What follows belongs to an exercise in optimizing a design on an open flow for small area, a short achievable clock period and few clock cycles; a production flow would make more cautious choices.
Function was checked by simulation only, so behaviour that the tests miss may differ from the original.

==> flow/design.v, too long to show whole: its modules and the start of the top module <==
// module muldiv_engine: 1036 lines
module muldiv_engine #(
    parameter int MULT_CYCLES = 5,
    parameter int DIV_CYCLES  = 10
) (
    input  logic        clk,
    input  logic        reset,
    input  logic        start,
    input  logic [2:0]  op,
    input  logic [31:0] d1,
    input  logic [31:0] d2,
    input  logic        flush,
    output logic        busy,
    output logic [31:0] hi,
    output logic [31:0] lo
);
  // ...
==> flow/run.sh <==
#!/bin/bash
# synth_recipe.tcl (not shown) runs the flow's synth.tcl, then flattens the netlist and writes it again
# the make line also repeats each setting of config.mk as NAME=value (left out here)
make -C /OpenROAD-flow-scripts/flow DESIGN_CONFIG=/design/flow/config.mk WORK_HOME=/design/flow/orfs CLKGATE_MAP_FILE= SYNTH_SCRIPT=/design/flow/synth_recipe.tcl finish
==> flow/config.mk <==
export PLATFORM = sky130hd
export DESIGN_NAME = muldiv_engine
export DESIGN_NICKNAME = muldiv_engine
export VERILOG_FILES = /design/flow/design.v
export SDC_FILE = /design/flow/constraint.sdc
export NUM_CORES = 4
export LEC_CHECK = 0
export ABC_AREA = 1
export CAP_MARGIN = 20
export CORE_MARGIN = 2
export CORE_UTILIZATION = 40
export SLEW_MARGIN = 20
==> flow/constraint.sdc <==
create_clock -name core_clock -period 130.0 [get_ports {clk}]
set_input_delay 26.0000 -clock core_clock [delete_from_list [all_inputs] [get_ports {clk}]]
set_output_delay 26.0000 -clock core_clock [all_outputs]
set_load 0.01 [all_outputs]
==> results.txt, run 1 <==
Synth Area in XOR/XNOR: 11.5%
Seq Cell Count: 110
Max Transition Viols Final: 0
Diodes inserted: 0
Max Used Layer: met5
worst rel slew slack: 19.9%
total number of vias: 34400
EDFF count, synth: 43
routed wire length: 153000 um
CTS Buf Count: 9
startpoint class of the critical path: input port
initial core utilization: 40.5%
Chip Height: 285 um
synth cell count leaders: nand2_1 (876), inv_1 (769), xor2_1 (365), a21oi_1 (292), o22ai_1 (290)
status: timing/DRC/antenna clean
final setup vio count: 0
port bufs: 135
GRT busiest layer: met2
Critical Path AT: 29.38 ns
async set-or-reset flop fraction in the synthesized netlist: 0%
Hold Crit Class: reg2reg
Hold-fix buffers, CTS: 0
critical path's slowest cell: clkinv_2
Storage cell area: 0.00264 mm^2
Post-Synth Adder-Cell Area: 24.8%
Layout Utilization: 43.7%
CTS tree: built
n_taps: 1040
first-pass GRT wire length: 222000 um
met2 Use GR: 54.1%
top-count cell post-synth: nand2_1
fin crit share: 22.3%
WP data required: 130.35 ns
Final Wtd Congestion: 1.08
Most common cell on crit path: inv_1
Critical R2R Launch: lo_reg[3]$_SDFFE_PP0P_
Testbench counts, summed over its fixed seeds: cycles 9,939.
==> run 2, diff against run 1 <==
--- a/flow/design.v
+++ b/flow/design.v
@@ -45,16 +45,19 @@
     logic        mcorr;
     logic [49:0] mv;
     logic        m_last;
     assign m_last = (cnt_reg == 6'd1);
     assign macc   = {macc_s_reg, hi_reg};
     assign mx     = {sgn_reg & x_reg[31], x_reg[31:0]};
     assign mb     = {lo_reg[15:0], bprev_reg};
     assign mcorr  = ~sgn_reg & m_last & lo_reg[15];
+    logic        mshort;
+    assign mshort = (cnt_reg == 6'(32 / KM)) &
+                    ((lo_reg[31:15] == 17'd0) | (sgn_reg & (lo_reg[31:15] == 17'h1ffff)));
     wire bo0 = mb[1] ^ mb[0];
     wire bt0 = (mb[2] & ~mb[1] & ~mb[0]) | (~mb[2] & mb[1] & mb[0]);
     wire bn0 = mb[2];
     wire [33:0] pp0;
     assign pp0[0] = ((bo0 & mx[0]) | (bt0 & 1'b0)) ^ bn0;
     assign pp0[1] = ((bo0 & mx[1]) | (bt0 & mx[0])) ^ bn0;
     assign pp0[2] = ((bo0 & mx[2]) | (bt0 & mx[1])) ^ bn0;
     assign pp0[3] = ((bo0 & mx[3]) | (bt0 & mx[2])) ^ bn0;
@@ -990,21 +993,27 @@
                             state_reg <= S_DIV1;
                         end
                         OP_MTHI: hi_reg <= d1;
                         OP_MTLO: lo_reg <= d1;
                         default: ;
                     endcase
                 end
                 S_MUL: begin
-                    {macc_s_reg, hi_reg} <= mv[48:16];
-                    lo_reg    <= {mv[15:0], lo_reg[31:16]};
-                    bprev_reg <= lo_reg[15];
-                    cnt_reg <= cnt_reg - 6'd1;
-                    if (m_last) state_reg <= S_IDLE;
+                    if (mshort) begin
+                        hi_reg    <= {{14{mv[49]}}, mv[49:32]};
+                        lo_reg    <= mv[31:0];
+                        state_reg <= S_IDLE;
+                    end else begin
+                        {macc_s_reg, hi_reg} <= mv[48:16];
+                        lo_reg    <= {mv[15:0], lo_reg[31:16]};
+                        bprev_reg <= lo_reg[15];
+                        cnt_reg   <= cnt_reg - 6'd1;
+                        if (m_last) state_reg <= S_IDLE;
+                    end
                 end
                 S_DIV1: begin
                     negq_reg <= neg_a ^ neg_b;
                     negr_reg <= neg_a;
                     x_reg    <= d_div[KD];
                     if (sdiff[6]) begin
                         hi_reg    <= lo_reg;
                         lo_reg    <= '0;
==> flow/config.mk (replaced) <==
export PLATFORM = sky130hd
export DESIGN_NAME = muldiv_engine
export DESIGN_NICKNAME = muldiv_engine
export VERILOG_FILES = /design/flow/design.v
export SDC_FILE = /design/flow/constraint.sdc
export NUM_CORES = 4
export LEC_CHECK = 0
export ABC_AREA = 1
export CAP_MARGIN = 50
export CORE_MARGIN = 2
export CORE_UTILIZATION = 40
export SLEW_MARGIN = 20
==> run 2 against run 1 <==
- non-clock buffer count increased by 52
- via count increased by 0.45%
- still clean on timing, DRC and antenna
- highest routed layer unchanged
- area after synthesis increased by 0.14%
- sequential share of layout area decreased by 0.12 points
- global-route usage increased by 1.0 points
- design area increased by 1.5%
- final cell count increased by 0.35%
==> results.txt, run 2 <==
status: timing/DRC/antenna clean (unchanged)
critical path's slowest cell: clkinv_1 (was clkinv_2)
initial DRC count: 4909 (was 4283)
global route overflow: 0 (unchanged)
Vias/cell: 6.05 (was 6.04)
Worst Max-Slew Pin Slew: 1.00 ns (was 1.19 ns)
top-count cell post-synth: nand2_1 (unchanged)
H-Tree Depth: 3 (unchanged)
worst-case reg-to-reg path depth: 176 (was 166)
Synth top area share: 17.5% (about the same)
DRC viols: 0 (unchanged)
fin crit share: 22.5% (was 22.3%)
Buf+Inv Stages, Crit Path: 6 (unchanged)
Final Wtd Congestion: 1.07 (was 1.08)
core area: 0.0777 mm^2 (unchanged)
async set-or-reset flop fraction in the synthesized netlist: 0% (unchanged)
largest net degree at the start of global routing: 65 (was 76)
R2R Setup Slk: 102.98 ns (was 101.75 ns)
Slowest Stage Delay on Critical Path: 0.70 ns (was 0.75 ns)
Max Transition Viols Final: 0 (unchanged)
post-synthesis register bit count: 110 (unchanged)
Chip Height: 285 um (about the same)
ordered cell list for the critical path: clkdlybuf4s50_1, a21oi_1, a21oi_4, buf_4, inv_1, or4_1, nand2_1, nor2_4, buf_4, clkinv_1, o41ai_1, inv_1 (was clkdlybuf4s50_1, inv_1, nand2_1, inv_1, a21oi_4, buf_4, inv_1, nand3_1, o211ai_1, nor2_1, clkinv_2, a21oi_1, nand2_1, a21oi_1)
Synth area leader: fa_1 (unchanged)
Primary FF master, synth: dfxtp_1 (unchanged)
DP HPWL: 125000 um (was 120000 um)
antenna-violating nets left: 0 (unchanged)
startpoint class of the critical path: input port (unchanged)
hold wc startpoint: hi_reg[31]$_SDFFE_PP0P_ (was lo_reg[7]$_SDFFE_PP0P_)
Max Fclk: 0.0341 GHz (was 0.0344 GHz)
critical path depth: 12 (was 14)
port bufs: 135 (unchanged)
Pre-antenna DRT Iters: 6 (unchanged)
most frequent cells in the layout: nand2_1 (865), inv_1 (729), xor2_1 (399) (was nand2_1 (869), inv_1 (769), xor2_1 (365))
via count of the first global-routing pass: 32800 (was 32700)
WP data required: 130.30 ns (was 130.35 ns)
Hold-fix buffers, CTS: 0 (unchanged)
delay-heaviest family, CP: buffers and inverters (unchanged)
clock latency on the worst-skew pair: 0.42 ns (about the same)
register area share after synthesis: 8.34% (was 8.36%)
IO Pins: 136 (unchanged)
synth cell count leaders: nand2_1 (866), inv_1 (730), xor2_1 (399), o21ai_0 (302), a21oi_1 (294) (was nand2_1 (876), inv_1 (769), xor2_1 (365), a21oi_1 (292), o22ai_1 (290))
CTS clk-pin slew, worst paths: 0.09 ns (was 0.10 ns)
cts repair resizes: 0 (unchanged)
CTS Root Buffer Type: clkbuf_16 (unchanged)
TNS Setup: 0 ns (unchanged)
main area contributors after synthesis: fa_1 (18%), xor2_1 (11%), nand2_1 (10%) (was fa_1 (18%), nand2_1 (10%), xor2_1 (10%))
Reg-to-Reg End: hi_reg[13]$_SDFFE_PP0P_ (was hi_reg[26]$_SDFFE_PP0P_)
final setup vio count: 0 (unchanged)
DR WL/cell: 27.5 um (was 26.9 um)
Netlist Area Pre-Place: 0.0316 mm^2 (was 0.0315 mm^2)
CTS Buf Count: 9 (unchanged)
Non-Filler Instances: 5720 (was 5700)
Area growth, synth to finish: 9.38% (was 7.89%)
post-route minimum period: 29.31 ns (was 29.04 ns)
first-pass GRT wire length: 227000 um (was 222000 um)
CP Capture Type: flip-flop (unchanged)
maximum root-to-sink buffer count: 2 (unchanged)
CTS tree: built (unchanged)
hold path depth: 2 (unchanged)
worst rel slew slack: 33.3% (was 19.9%)
EDFF count, synth: 43 (unchanged)
layout cells sized above 1: 6.05% (was 4.89%)
total number of vias: 34600 (was 34400)
initial core utilization: 40.6% (was 40.5%)
placed insts: 5698 (was 5684)
MaxCap Viol Count: 0 (unchanged)
crit path kind: in2reg (unchanged)
CTS sink count: 110 (unchanged)
Critical R2R Launch: lo_reg[1]$_SDFFE_PP0P_ (was lo_reg[3]$_SDFFE_PP0P_)
nets: 5204 (was 5186)
syn_nets: 5176 (was 5207)
Critical Path AT: 29.61 ns (was 29.38 ns)
DIE AREA: 0.0811 mm^2 (was 0.0810 mm^2)
Rows: 102 (unchanged)
antenna violations before repair: 11 (was 4)
Hold Crit Class: reg2reg (unchanged)
total track usage: 37.9% (was 36.9%)
postcts setup bufs: 0 (unchanged)
library cells used by synthesis: 65 (was 72)
Worst Clk Skew: 0.0291 ns (was 0.0324 ns)
Mapped Avg Cell Area: 6.79 um^2 (was 6.74 um^2)
die width: 285 um (about the same)
RSZ-0062 raised after global routing: false (unchanged)
Synth warnings: 3 (unchanged)
routed wire length: 157000 um (was 153000 um)
crit-path max FO: 47 (was 63)
Final Hold Violating Endpoints: 0 (unchanged)
Mapped Cells: 4644 (was 4676)
most common cell after layout, fill and taps aside: nand2_1 (unchanged)
Hold Path End: hi_reg[31]$_SDFFE_PP0P_ (was lo_reg[7]$_SDFFE_PP0P_)
==> run 2: layout make-up <==
cell class / count / area, um^2
clock buffer: 11 / 243
antenna: 3 / 7.51
fill: 8231 / 43200
multi-input combinational: 3499 / 25000
inverter: 780 / 2930
tap: 1040 / 1300
timing repair buffer: 272 / 2360
sequential: 110 / 2640
clock inverter: 5 / 32.5
==> run 2: stage by stage <==
| step | cell area, um^2 | utilization [%] | setup WS (ns) | hold slack, ns |
|---|---|---|---|---|
| final | 34500 | 44.4 | 100.69 | 0.469 |
| after global routing | 34500 | 44.4 | 100.15 | 0.498 |
| after CTS | 34500 | 44.4 | 100.84 | 0.470 |
| after detailed placement | 34200 | 44.0 | 100.40 | 0.458 |
| after global placement | 34000 | 43.7 | 100.21 | 0.466 |
| after floorplan | 31600 | - | 101.58 | 0.514 |
==> run 2: metal layers <==
metal | vias up | global-route usage [%] | wire length, um | part of all wire, %
met2 | 2308 | 56.1 | 65500 | 42
met4 | 2 | 18.8 | 9160 | 5.8
li1 | 15400 | - | - | -
met1 | 16500 | 51.8 | 62900 | 40
met3 | 409 | 8.42 | 19500 | 12
met5 | - | 0 | 11 | 0.0070
==> run 2: worst min-delay path, cell delays in order, from the launching register on <==
cell,delay (ns)
dfxtp_1,0.32
nand2_1,0.06
a21oi_1,0.05
==> run 2: cells by family after synthesis <==
group / synth area share, %
simple gates: 19.4
compound gates: 22.0
buf+inv: 12.7
fa+ha+maj: 24.8
xor+xnor: 12.7
flops: 8.34
mux: 0.0317
==> run 2: how the worst max path moves through the flow <==
| stage | start | to |
|---|---|---|
| floorplan | reset | x_reg[0]$_DFFE_PP_ |
| global placement | d2[15] | lo_reg[26]$_SDFFE_PP0P_ |
| detailed placement | op[2] | lo_reg[22]$_SDFFE_PP0P_ |
| CTS | op[2] | lo_reg[22]$_SDFFE_PP0P_ |
| global route | lo_reg[1]$_SDFFE_PP0P_ | hi_reg[13]$_SDFFE_PP0P_ |
| finish | op[2] | lo_reg[22]$_SDFFE_PP0P_ |
Testbench counts of run 2, summed over its fixed seeds: cycles 9,538.
==> run 3, diff against run 2 <==
--- a/flow/config.mk
+++ b/flow/config.mk
@@ -6,7 +6,7 @@
 export NUM_CORES = 4
 export LEC_CHECK = 0
 export ABC_AREA = 1
-export CAP_MARGIN = 50
+export CAP_MARGIN = 20
 export CORE_MARGIN = 2
 export CORE_UTILIZATION = 40
 export SLEW_MARGIN = 20
==> run 3 against run 2 <==
- still clean
- via count decreased by 0.25%
- first-iteration DRC count fell by 2.5%
- wire length decreased by 0.11%
- fmax hardly changed
- clock skew is 0.0070 ns lower
- worst setup slack improved by 0.027 ns
==> results.txt, run 3 <==
synth cell count leaders: nand2_1 (866), inv_1 (730), xor2_1 (399), o21ai_0 (302), a21oi_1 (294) (unchanged)
Final Hold Violating Endpoints: 0 (unchanged)
CP Capture Type: flip-flop (unchanged)
postcts setup bufs: 0 (unchanged)
most frequent cells in the layout: nand2_1 (865), inv_1 (729), xor2_1 (399) (unchanged)
DIE AREA: 0.0811 mm^2 (unchanged)
largest net degree at the start of global routing: 65 (unchanged)
TNS Setup: 0 ns (unchanged)
antenna violations before repair: 12 (was 11)
syn_nets: 5176 (unchanged)
clock latency on the worst-skew pair: 0.41 ns (was 0.42 ns)
Synth area leader: fa_1 (unchanged)
Worst Clk Skew: 0.0221 ns (was 0.0291 ns)
Rows: 102 (unchanged)
core area: 0.0777 mm^2 (unchanged)
DRC viols: 0 (unchanged)
# fillers: 8199 (was 8231)
crit path kind: in2reg (unchanged)
Reg-to-Reg End: hi_reg[13]$_SDFFE_PP0P_ (unchanged)
Hold-fix buffers, CTS: 0 (unchanged)
placed insts: 5666 (was 5698)
hold_ws: 0.469 ns (about the same)
hold wc startpoint: hi_reg[31]$_SDFFE_PP0P_ (unchanged)
nets: 5169 (was 5204)
die width: 285 um (unchanged)
library cells used by synthesis: 65 (unchanged)
worst-case reg-to-reg path depth: 177 (was 176)
Netlist Area Pre-Place: 0.0316 mm^2 (unchanged)
Slowest Stage Delay on Critical Path: 0.69 ns (was 0.70 ns)
cts repair resizes: 0 (unchanged)
CTS clk-pin slew, worst paths: 0.09 ns (about the same)
Max Fclk: 0.0341 GHz (about the same)
crit-path max FO: 47 (unchanged)
main area contributors after synthesis: fa_1 (18%), xor2_1 (11%), nand2_1 (10%) (unchanged)
DP HPWL: 125000 um (about the same)
startpoint class of the critical path: input port (unchanged)
CTS sink count: 110 (unchanged)
initial DRC count: 4784 (was 4909)
Mapped Avg Cell Area: 6.79 um^2 (unchanged)
Layout Utilization: 44.1% (was 44.4%)
IO Pins: 136 (unchanged)
status: timing/DRC/antenna clean (unchanged)
fin crit share: 22.5% (about the same)
Non-Filler Instances: 5685 (was 5720)
initial core utilization: 40.6% (unchanged)
Synth top area share: 17.5% (unchanged)
final setup vio count: 0 (unchanged)
most common cell after layout, fill and taps aside: nand2_1 (unchanged)
Critical R2R Launch: lo_reg[1]$_SDFFE_PP0P_ (unchanged)
CTS tree: built (unchanged)
DR WL/cell: 27.6 um (was 27.5 um)
first-pass GRT wire length: 225000 um (was 227000 um)
Final Wtd Congestion: 1.07 (unchanged)
async set-or-reset flop fraction in the synthesized netlist: 0% (unchanged)
Hold Path End: hi_reg[31]$_SDFFE_PP0P_ (unchanged)
total track usage: 37.7% (was 37.9%)
routed wire length: 157000 um (about the same)
WP data required: 130.30 ns (about the same)
RSZ-0062 raised after global routing: false (unchanged)
Worst Max-Slew Pin Slew: 1.20 ns (was 1.00 ns)
total number of vias: 34500 (was 34600)
worst rel slew slack: 19.4% (was 33.3%)
layout cells sized above 1: 5.36% (was 6.05%)
Pre-antenna DRT Iters: 7 (was 6)
CTS Buf Count: 9 (unchanged)
EDFF count, synth: 43 (unchanged)
Max Transition Viols Final: 0 (unchanged)
ordered cell list for the critical path: clkdlybuf4s50_1, a21oi_1, a21oi_4, buf_4, inv_1, or4_1, nand2_1, nor2_4, buf_4, clkinv_1, o41ai_1, inv_1 (unchanged)
Chip Height: 285 um (unchanged)
global route overflow: 0 (unchanged)
Hold Crit Class: reg2reg (unchanged)
maximum root-to-sink buffer count: 2 (unchanged)
CTS Root Buffer Type: clkbuf_16 (unchanged)
Area growth, synth to finish: 8.63% (was 9.38%)
H-Tree Depth: 3 (unchanged)
post-synthesis register bit count: 110 (unchanged)
port bufs: 135 (unchanged)
register area share after synthesis: 8.34% (unchanged)
Vias/cell: 6.07 (was 6.05)
Mapped Cells: 4644 (unchanged)
R2R Setup Slk: 102.89 ns (was 102.98 ns)
MaxCap Viol Count: 0 (unchanged)
top-count cell post-synth: nand2_1 (unchanged)
post-route minimum period: 29.28 ns (was 29.31 ns)
antenna-violating nets left: 0 (unchanged)
critical path's slowest cell: clkinv_1 (unchanged)
hold path depth: 2 (unchanged)
Primary FF master, synth: dfxtp_1 (unchanged)
via count of the first global-routing pass: 32600 (was 32800)
Critical Path AT: 29.59 ns (was 29.61 ns)
Synth warnings: 3 (unchanged)
run 3: cell count changes in the layout (fill, tap and decap cells not counted), sizes merged:
cell	change
buf	-33
clkbuf	-1
clkdlybuf4s18	-1
run 3: final cells by class:
class	count	area [um^2]	area share, %
clock buffers	11	243	0.708
well taps	1040	1300	3.80
multi-input cells	3499	25000	73.0
inverters	780	2930	8.56
flip-flops and latches	110	2640	7.70
repair buffers	237	2110	6.16
diodes	3	7.51	0.0219
clock inverters	5	32.5	0.0949
run 3: logic make-up after synthesis:
family | count (synthesis) | share of synthesized area (%)
flip-flops | 110 | 8.34
AND/OR/NAND/NOR | 1415 | 19.4
multiplexers | 1 | 0.0317
adder cells (fa/ha/maj) | 461 | 24.8
XOR/XNOR | 457 | 12.7
buffers and inverters | 1035 | 12.7
AO/OA/AOI/OAI | 1165 | 22.0
run 3: metal layers:
metal | GRT usage (%) | wire, um | up-vias
met5 | 0 | 55 | -
li1 | - | - | 15300
met2 | 55.7 | 64900 | 2255
met4 | 19.2 | 9330 | 10
met3 | 8.79 | 19000 | 442
met1 | 51.3 | 63500 | 16500
run 3: critical path: cells and delay by family:
| family | cells | cell delay [ns] |
|---|---|---|
| AO/OA/AOI/OAI | 3 | 0.93 |
| AND/OR/NAND/NOR | 3 | 0.43 |
| buffers and inverters | 6 | 2.21 |
run 3: metrics by stage:
step	setup WS (ns)	area (um^2)
finish	100.72	34300
global route	100.17	34300
CTS	100.57	34300
detailed placement	100.14	34000
global placement	100.21	34000
floorplan	101.58	31600
run 3: how the worst max path moves through the flow:
stage / start / endpoint / slack [ns] / depth (start not counted)
after global placement: d2[15] / lo_reg[26]$_SDFFE_PP0P_ / 100.21 / 11
after floorplan: reset / x_reg[0]$_DFFE_PP_ / 101.58 / 3
after global routing: lo_reg[1]$_SDFFE_PP0P_ / hi_reg[13]$_SDFFE_PP0P_ / 100.17 / 176
after CTS: d2[15] / lo_reg[26]$_SDFFE_PP0P_ / 100.57 / 11
after detailed placement: d2[15] / lo_reg[23]$_SDFFE_PP0P_ / 100.14 / 11
final: op[2] / lo_reg[22]$_SDFFE_PP0P_ / 100.72 / 12
==> run 4, diff against run 3 <==
==> flow/flow/run.sh (new file) <==
#!/bin/bash
set -euo pipefail
bash standard.sh SETUP_SLACK_MARGIN=102.7 finish > standard_flow.log 2>&1
==> flow/standard.sh (new file) <==
#!/bin/bash
# synth_recipe.tcl (not shown) runs the flow's synth.tcl, then flattens the netlist and writes it again
# the make line also repeats each setting of config.mk as NAME=value (left out here)
make -C /OpenROAD-flow-scripts/flow DESIGN_CONFIG=/design/flow/config.mk WORK_HOME=/design/flow/orfs CLKGATE_MAP_FILE= SYNTH_SCRIPT=/design/flow/synth_recipe.tcl "${@:-finish}"
removed: flow/run.sh
==> run 4 against run 3 <==
- design area increased by 5.4%
- via count increased by 2.9%
- count of clock-buffer cells in the layout decreased by 2
- critical path depth decreased by 2
- critical path type unchanged
- worst hold slack improved by 0.061 ns
- still clean
==> results.txt, run 4 <==
Final Wtd Congestion: 1.06 (was 1.07)
placed insts: 5661 (was 5666)
WP data required: 130.32 ns (was 130.30 ns)
WL met2: 67700 um (was 64900 um)
async set-or-reset flop fraction in the synthesized netlist: 0% (unchanged)
Mapped Cells: 4644 (unchanged)
Hold Crit Class: reg2reg (unchanged)
crit path capture: hi_reg[13]$_SDFFE_PP0P_ (was lo_reg[22]$_SDFFE_PP0P_)
final setup vio count: 0 (unchanged)
CTS sink count: 110 (unchanged)
Max Transition Viols Final: 0 (unchanged)
status: timing/DRC/antenna clean (unchanged)
CP Capture Type: flip-flop (unchanged)
Mapped Avg Cell Area: 6.79 um^2 (unchanged)
M1 WL: 64500 um (was 63500 um)
post-synthesis register bit count: 110 (unchanged)
port bufs: 135 (unchanged)
Layout Utilization: 46.5% (was 44.1%)
TNS Setup: 0 ns (unchanged)
nets: 5238 (was 5169)
crit path kind: in2reg (unchanged)
Netlist Area Pre-Place: 0.0316 mm^2 (unchanged)
CTS clk-pin slew, worst paths: 0.10 ns (was 0.09 ns)
total number of vias: 35500 (was 34500)
# fillers: 8199 (unchanged)
maximum root-to-sink buffer count: 2 (unchanged)
DP HPWL: 126000 um (was 125000 um)
Critical R2R Launch: sgn_reg$_DFFE_PP_ (was lo_reg[1]$_SDFFE_PP0P_)
clock latency on the worst-skew pair: 0.42 ns (was 0.41 ns)
worst-case reg-to-reg path depth: 173 (was 177)
Synth top area share: 17.5% (unchanged)
Chip Height: 285 um (unchanged)
Non-Filler Instances: 5758 (was 5685)
largest net degree at the start of global routing: 59 (was 65)
library cells used by synthesis: 65 (unchanged)
Primary FF master, synth: dfxtp_1 (unchanged)
critical path depth: 10 (was 12)
total track usage: 39.7% (was 37.7%)
startpoint class of the critical path: input port (unchanged)
die width: 285 um (unchanged)
main area contributors after synthesis: fa_1 (18%), xor2_1 (11%), nand2_1 (10%) (unchanged)
Area growth, synth to finish: 14.5% (was 8.63%)
hold wc startpoint: hi_reg[25]$_SDFFE_PP0P_ (was hi_reg[31]$_SDFFE_PP0P_)
Buf+Inv Stages, Crit Path: 4 (was 6)
Vias/cell: 6.17 (was 6.07)
Most common cell on crit path: buf_12
critical path's slowest cell: or4_4 (was clkinv_1)
CTS tree: built (unchanged)
via count of the first global-routing pass: 33100 (was 32600)
most common cell after layout, fill and taps aside: nand2_1 (unchanged)
DR WL/cell: 28.9 um (was 27.6 um)
first-pass GRT wire length: 235000 um (was 225000 um)
worst rel slew slack: 20.1% (was 19.4%)
CTS Buf Count: 9 (unchanged)
antenna-violating nets left: 0 (unchanged)
syn_nets: 5176 (unchanged)
DIE AREA: 0.0811 mm^2 (unchanged)
Pre-antenna DRT Iters: 8 (was 7)
CTS Root Buffer Type: clkbuf_16 (unchanged)
IO Pins: 136 (unchanged)
DRC viols: 0 (unchanged)
global route overflow: 0 (unchanged)
MaxCap Viol Count: 0 (unchanged)
register area share after synthesis: 8.34% (unchanged)
R2R Setup Slk: 103.99 ns (was 102.89 ns)
Final Hold Violating Endpoints: 0 (unchanged)
Synth warnings: 3 (unchanged)
Rows: 102 (unchanged)
initial core utilization: 40.6% (unchanged)
Critical Path AT: 28.57 ns (was 29.59 ns)
Max Fclk: 0.0354 GHz (was 0.0341 GHz)
Worst Max-Slew Pin Slew: 1.20 ns (about the same)
RSZ-0062 raised after global routing: true (was false)
Max Used Layer: met5 (unchanged)
initial DRC count: 4858 (was 4784)
top-count cell post-synth: nand2_1 (unchanged)
most frequent cells in the layout: nand2_1 (842), inv_1 (721), xor2_1 (399) (was nand2_1 (865), inv_1 (729), xor2_1 (399))
delay-heaviest family, CP: simple AND/OR/NAND/NOR gates (was buffers and inverters)
ordered cell list for the critical path: clkbuf_2, nor4_4, nand4_1, or4_4, o2111ai_4, buf_12, buf_12, buf_16, nand2_1, a21oi_1 (was clkdlybuf4s50_1, a21oi_1, a21oi_4, buf_4, inv_1, or4_1, nand2_1, nor2_4, buf_4, clkinv_1, o41ai_1, inv_1)
synth cell count leaders: nand2_1 (866), inv_1 (730), xor2_1 (399), o21ai_0 (302), a21oi_1 (294) (unchanged)
Reg-to-Reg End: hi_reg[11]$_SDFFE_PP0P_ (was hi_reg[13]$_SDFFE_PP0P_)
layout cells sized above 1: 10.8% (was 5.36%)
H-Tree Depth: 3 (unchanged)
Worst Clk Skew: 0.0298 ns (was 0.0221 ns)
post-route minimum period: 28.25 ns (was 29.28 ns)
crit-path max FO: 16 (was 47)
core area: 0.0777 mm^2 (unchanged)
fin crit share: 21.7% (was 22.5%)
Area after DPL: 0.0340 mm^2 (about the same)
Synth area leader: fa_1 (unchanged)
finished layout cell area: 0.0361 mm^2 (was 0.0343 mm^2)
antenna violations before repair: 16 (was 12)
routed wire length: 166000 um (was 157000 um)
crit path from: d2[5] (was op[2])
EDFF count, synth: 43 (unchanged)
Slowest Stage Delay on Critical Path: 0.75 ns (was 0.69 ns)
met3 WL: 22400 um (was 19000 um)
## run 4: kinds of logic (layout without fill, tap and decap cells)
| family | after synthesis | count (layout) | synth area share [%] |
|---|---|---|---|
| XOR/XNOR | 457 | 457 | 12.7 |
| flip-flops | 110 | 110 | 8.34 |
| adder cells (fa/ha/maj) | 461 | 461 | 24.8 |
| AND/OR/NAND/NOR | 1415 | 1416 | 19.4 |
| buffers and inverters | 1035 | 1101 | 12.7 |
| multiplexers | 1 | 1 | 0.0317 |
| other | 0 | 7 | 0 |
| AO/OA/AOI/OAI | 1165 | 1165 | 22.0 |
## run 4: area by class of cell
cell class	instances	area (um^2)	area share [%]
timing repair buffer	301	3010	8.32
sequential	110	2820	7.81
clock buffer	9	225	0.624
antenna	7	17.5	0.0485
timing repair inverter	4	42.5	0.118
inverter	780	2980	8.26
tap	1040	1300	3.60
clock inverter	7	81.3	0.225
multi-input combinational	3500	25600	71.0
## run 4: worst min path at each step
stage / end / slack (ns) / cells after the start
after floorplan: hi_reg[29]$_SDFFE_PP0P_ / 0.51 / 2
after global placement: lo_reg[7]$_SDFFE_PP0P_ / 0.54 / 2
after detailed placement: lo_reg[7]$_SDFFE_PP0P_ / 0.55 / 2
after CTS: hi_reg[19]$_SDFFE_PP0P_ / 0.52 / 2
after global routing: hi_reg[13]$_SDFFE_PP0P_ / 0.55 / 2
final: hi_reg[25]$_SDFFE_PP0P_ / 0.53 / 2
## run 4: metal layers
metal,vias up,GRT usage [%]
li1,15500,-
met1,16900,51.8
met2,2528,58.1
met3,574,12.9
met4,18,21.2
met5,-,0
## run 4: repair_timing
item / CTS / global route
pin swaps: 39 / 18
hold buffers: 0 / 0
gates resized for setup: 301 / 195
endpoints found under the hold margin: 0 / 0
gates cloned: 14 / 6
setup buffers: 39 / 15
setup endpoints to repair: 142 / 77
## run 4: worst register-to-register path: cells and delay by family, from the launching register on
family,cells,cell delay [ns]
fa+ha+maj,9,2.56
compound gates,45,7.72
buf+inv,20,3.56
flops,1,0.74
simple gates,99,11.36
## run 4: per-stage QoR
stage                     hold WS, ns  worst slack, ns
after floorplan                 0.512           102.38
after global placement          0.538           100.54
after detailed placement        0.546           100.48
after CTS                       0.518           101.95
after global routing            0.547           101.76
final                           0.529           101.75

==> separate check: timing with driven ports <==
The flow's constraints put no driver on any port. The routed layouts listed below were extracted and timed again, unchanged, in two steps. Step 1, drivers: a clkbuf_16 drives clk and a buf_2 each remaining input, both assumed. Step 2 times the ports against the registers' clock, not the clock port: input delays grow and output delays shrink by t, the midpoint of the rising clock arrivals with the driver on. Three values: no drivers, after step 1, after step 2; two values: the first two.
run | shift t [ns] | slack for setup (ns) | worst setup path at the end | worst data-port slew with drivers (ns) | cell pins on the clock port's net
run 1 | 0.465 | 100.964 / 100.999 / 100.534 | input to register | 0.06 | 1
run 2 | 0.473 | 100.688 / 100.665 / 100.192 | input to register | 0.13 | 1
run 3 | 0.465 | 100.715 / 100.684 / 100.219 | input to register | 0.13 | 1
run 4 | 0.463 | 101.749 / 101.779 / 101.317 | input to register | 0.09 | 1
After both steps setup and hold are still met in every run listed.
